Source: an optimization exercise on an open RTL-to-GDS flow (aim: small area, a short achievable clock period and few clock cycles). Production flows keep margins and buffers that such runs may drop. Power is estimated from default activity; no workload was simulated.

==> flow/design.v <==
`default_nettype none
package scaler_pkg;
    localparam int SRC_WIDTH  = 160;
    localparam int SRC_HEIGHT = 120;
    localparam int SCALE = 2;
    localparam int READ_LATENCY = 2;
    typedef logic [18:0] addr_t;
    typedef logic [7:0]  pixel_t;
    typedef enum logic [3:0] {
        MODE_REPLICATE = 4'd0,
        MODE_DECIMATE  = 4'd1,
        MODE_AVERAGE   = 4'd3,
        MODE_COPY      = 4'd4
    } mode_t;
endpackage
`default_nettype wire
`timescale 1ns/1ps
`default_nettype none
module image_scaler (
    input  logic        clk,
    input  logic        reset,
    input  logic [3:0]  mode,
    output logic [18:0] rom_addr,
    input  logic [7:0]  rom_data,
    output logic [18:0] ram_wraddr,
    output logic [7:0]  ram_data,
    output logic        ram_wren,
    output logic        done
);
    logic rep, dec, avg, copy;
    logic m_rep, m_dec, m_avg, m_copy;
    logic hold, hr;
    assign m_rep  = (mode == 4'd0);
    assign m_dec  = (mode == 4'd1);
    assign m_avg  = (mode == 4'd3);
    assign m_copy = (mode == 4'd4);
    assign hold = (m_rep & rep) | (m_dec & dec) | (m_avg & avg) | (m_copy & copy);
    function automatic logic [3:0] step_of(input logic f_rep, input logic f_dec,
                                           input logic f_avg, input logic f_copy,
                                           input logic [1:0] f_sub, input logic f_rowend,
                                           input logic f_ry);
        logic up, dn, e1, e2;
        up = (f_dec & f_rowend) | (f_avg & ((f_sub == 2'd0) | ((f_sub == 2'd3) & f_rowend)));
        dn = (f_rep & f_sub[0] & f_rowend & ~f_ry) | (f_avg & (f_sub == 2'd2));
        e2 = f_dec;
        e1 = f_copy | (f_rep & f_sub[0]) | (f_avg & f_sub[0]);
        step_of = {up, dn, e2, e1};
    endfunction
    logic        run;
    logic [14:0] A;
    logic [1:0]  sub;      
    logic [2:0]  xh;       
    logic        ry;       
    logic        rowend;   
    logic        last;     
    logic [3:0]  step;
    logic        rd, go, prelast, rowend_n, ry_n;
    logic [5:0]  lo;
    logic [10:0] hi;
    assign rd   = hr & run;
    assign go   = rd & ~last;
    assign prelast = (copy & (A == 15'd19198))
                   | ((avg | (rep & ry & ~sub[0])) & (A == 15'd19199))
                   | (dec & (A == 15'd19036));
    assign rowend_n = ~rowend & (xh == 3'd4)
                    & ((((rep & ~sub[0]) | (avg & (sub == 2'd2))) & (A[4:0] == 5'd31))
                       | (dec & (A[4:0] == 5'd28)));
    assign ry_n     = ry ^ rowend;
    assign lo = {1'b0, A[4:0]} + {4'd0, step[1], step[0]};
    logic z4, cy;
    assign cy = z4 & (step[1] | (step[0] & A[0]));
    assign hi = {A[14:5], 1'b1} + {{7{step[2]}}, step[3], step[2], step[3] | step[2], cy};
    always_ff @(posedge clk) begin
        A      <= go ? {hi[10:1], lo[4:0]} : 15'd0;
        z4     <= go & (&lo[4:1]);
        sub    <= go ? sub + 2'd1 : 2'd0;
        xh     <= (go & ~rowend) ? xh + {2'd0, cy} : 3'd0;
        ry     <= go & ry_n;
        rowend <= go & rowend_n;
        step   <= hr ? step_of(rep, dec, avg, copy, sub + 2'd1, rowend_n, ry_n)
                     : step_of(rep, dec, avg, copy, 2'd0, 1'b0, 1'b0);
    end
    logic        rw1, rw2;
    logic [7:0]  P;
    logic [9:0]  acc;
    logic [16:0] W;
    always_ff @(posedge clk or negedge reset) begin
        if (!reset) begin
            hr   <= 1'b0;
            ram_wren <= 1'b0;
            done <= 1'b0;
        end else begin
            hr   <= hold;
            ram_wren <= hold & rw2;
            done <= hold & (done | (hr & ~run & rw2 & ~rw1));
        end
    end
    always_ff @(posedge clk) begin
        rep  <= m_rep;
        dec  <= m_dec;
        avg  <= m_avg;
        copy <= m_copy;
        run  <= hr ? (run & ~last) : (rep | dec | avg | copy);
        last <= go & prelast;
        rw1  <= hold & rd & (~avg | (sub == 2'd3));
        rw2  <= hold & rw1;
    end
    always_ff @(posedge clk) begin
        P   <= rom_data;
        acc <= (avg & (sub != 2'd2)) ? acc + {2'b00, P} : (avg ? {2'b00, P} : {P, 2'b00});
        W   <= hr ? W + {16'd0, ram_wren} : 17'd0;
    end
    assign rom_addr   = {4'd0, A};
    assign ram_wraddr = {2'd0, W};
    assign ram_data   = acc[9:2];
endmodule
`default_nettype wire
Settings: LEC_CHECK=0, CAP_MARGIN=20, CORE_MARGIN=2, CORE_UTILIZATION=40, SETUP_SLACK_MARGIN=3.0, SLEW_MARGIN=20; clock period 5.0 ns.
standard.sh (not shown) runs the stock make flow with config.mk's settings and CLKGATE_MAP_FILE= SYNTH_SCRIPT=/design/flow/synth_recipe.tcl, a recipe that flattens the netlist after the stock synthesis.
==> flow/flow/run.sh <==
#!/bin/bash
# The standard layout (standard.sh, unchanged synthesis), with plain buffers
# instead of delay cells on the ports, and no dummy loads in the clock tree.
# Full make output in standard.log.
bash standard.sh BUFFER_PORTS_ARGS="-buffer_cell sky130_fd_sc_hd__buf_2" \
  CTS_ARGS="-sink_clustering_enable -repair_clock_nets -dont_use_dummy_load" finish > standard.log 2>&1
The first run finished clean.
Edit:
--- a/flow/design.v
+++ b/flow/design.v
@@ -50,28 +50,28 @@
     logic [14:0] A;
     logic [1:0]  sub;      
     logic [2:0]  xh;       
     logic        ry;       
     logic        rowend;   
     logic        last;     
-    logic [3:0]  step;
+    logic [3:0]  step;     
     logic        rd, go, prelast, rowend_n, ry_n;
     logic [5:0]  lo;
     logic [10:0] hi;
     assign rd   = hr & run;
     assign go   = rd & ~last;
     assign prelast = (copy & (A == 15'd19198))
                    | ((avg | (rep & ry & ~sub[0])) & (A == 15'd19199))
                    | (dec & (A == 15'd19036));
     assign rowend_n = ~rowend & (xh == 3'd4)
                     & ((((rep & ~sub[0]) | (avg & (sub == 2'd2))) & (A[4:0] == 5'd31))
                        | (dec & (A[4:0] == 5'd28)));
     assign ry_n     = ry ^ rowend;
-    assign lo = {1'b0, A[4:0]} + {4'd0, step[1], step[0]};
+    assign lo = {1'b0, A[4:0]} + {4'd0, dec, step[0]};
     logic z4, cy;
-    assign cy = z4 & (step[1] | (step[0] & A[0]));
+    assign cy = z4 & (dec | (step[0] & A[0]));
     assign hi = {A[14:5], 1'b1} + {{7{step[2]}}, step[3], step[2], step[3] | step[2], cy};
     always_ff @(posedge clk) begin
         A      <= go ? {hi[10:1], lo[4:0]} : 15'd0;
         z4     <= go & (&lo[4:1]);
         sub    <= go ? sub + 2'd1 : 2'd0;
         xh     <= (go & ~rowend) ? xh + {2'd0, cy} : 3'd0;
@@ -99,14 +99,14 @@
         rep  <= m_rep;
         dec  <= m_dec;
         avg  <= m_avg;
         copy <= m_copy;
         run  <= hr ? (run & ~last) : (rep | dec | avg | copy);
         last <= go & prelast;
-        rw1  <= hold & rd & (~avg | (sub == 2'd3));
-        rw2  <= hold & rw1;
+        rw1  <= rd & (~avg | (sub == 2'd3));
+        rw2  <= hold & hr & rw1;
     end
     always_ff @(posedge clk) begin
         P   <= rom_data;
         acc <= (avg & (sub != 2'd2)) ? acc + {2'b00, P} : (avg ? {2'b00, P} : {P, 2'b00});
         W   <= hr ? W + {16'd0, ram_wren} : 17'd0;
     end
Effect: The new run ran to the end with no violations; combinational power goes up by 7.6%; routed wire length drops by 5.6%; core utilization increases by 0.62 points; worst hold slack improves by 0.012 ns; die area goes up by 0.54%.
No run of this note included a check of the RTL's function; only the layout flow was run.

-- separate check: timing with driven ports --
How much do the figures lean on ideal ports? The routed layouts below were timed once more, with nothing changed but the port constraints. Step 1 sets driving cells, clkbuf_16 on the clock port and buf_2 on the other inputs (assumed; they add their load-dependent delay and slew). Step 2 adds t to the input delays and takes it off the output delays; t is the mean of the earliest and latest rising clock arrival at the registers after step 1. Input paths then give back, and output paths get back, about the clock's delay inside the block. a / b / c = ideal ports / drivers / drivers and shift; a / b = the first two.
run	t (ns)	slack for setup (ns)	hold WS [ns]	worst setup path at the end	clock arrival spread, ns
the first run	0.369	2.991 / 2.991 / 2.847	0.428 / 0.440 / 0.443	input to register	0.017 / 0.017
the second run	0.360	3.032 / 3.003 / 2.913	0.439 / 0.437 / 0.439	input to register	0.017 / 0.017
After both steps setup and hold are still met in every run listed. For the first run, which loses most, drivers alone change the setup slack by 0.000 ns; drivers and shift together by -0.144 ns.
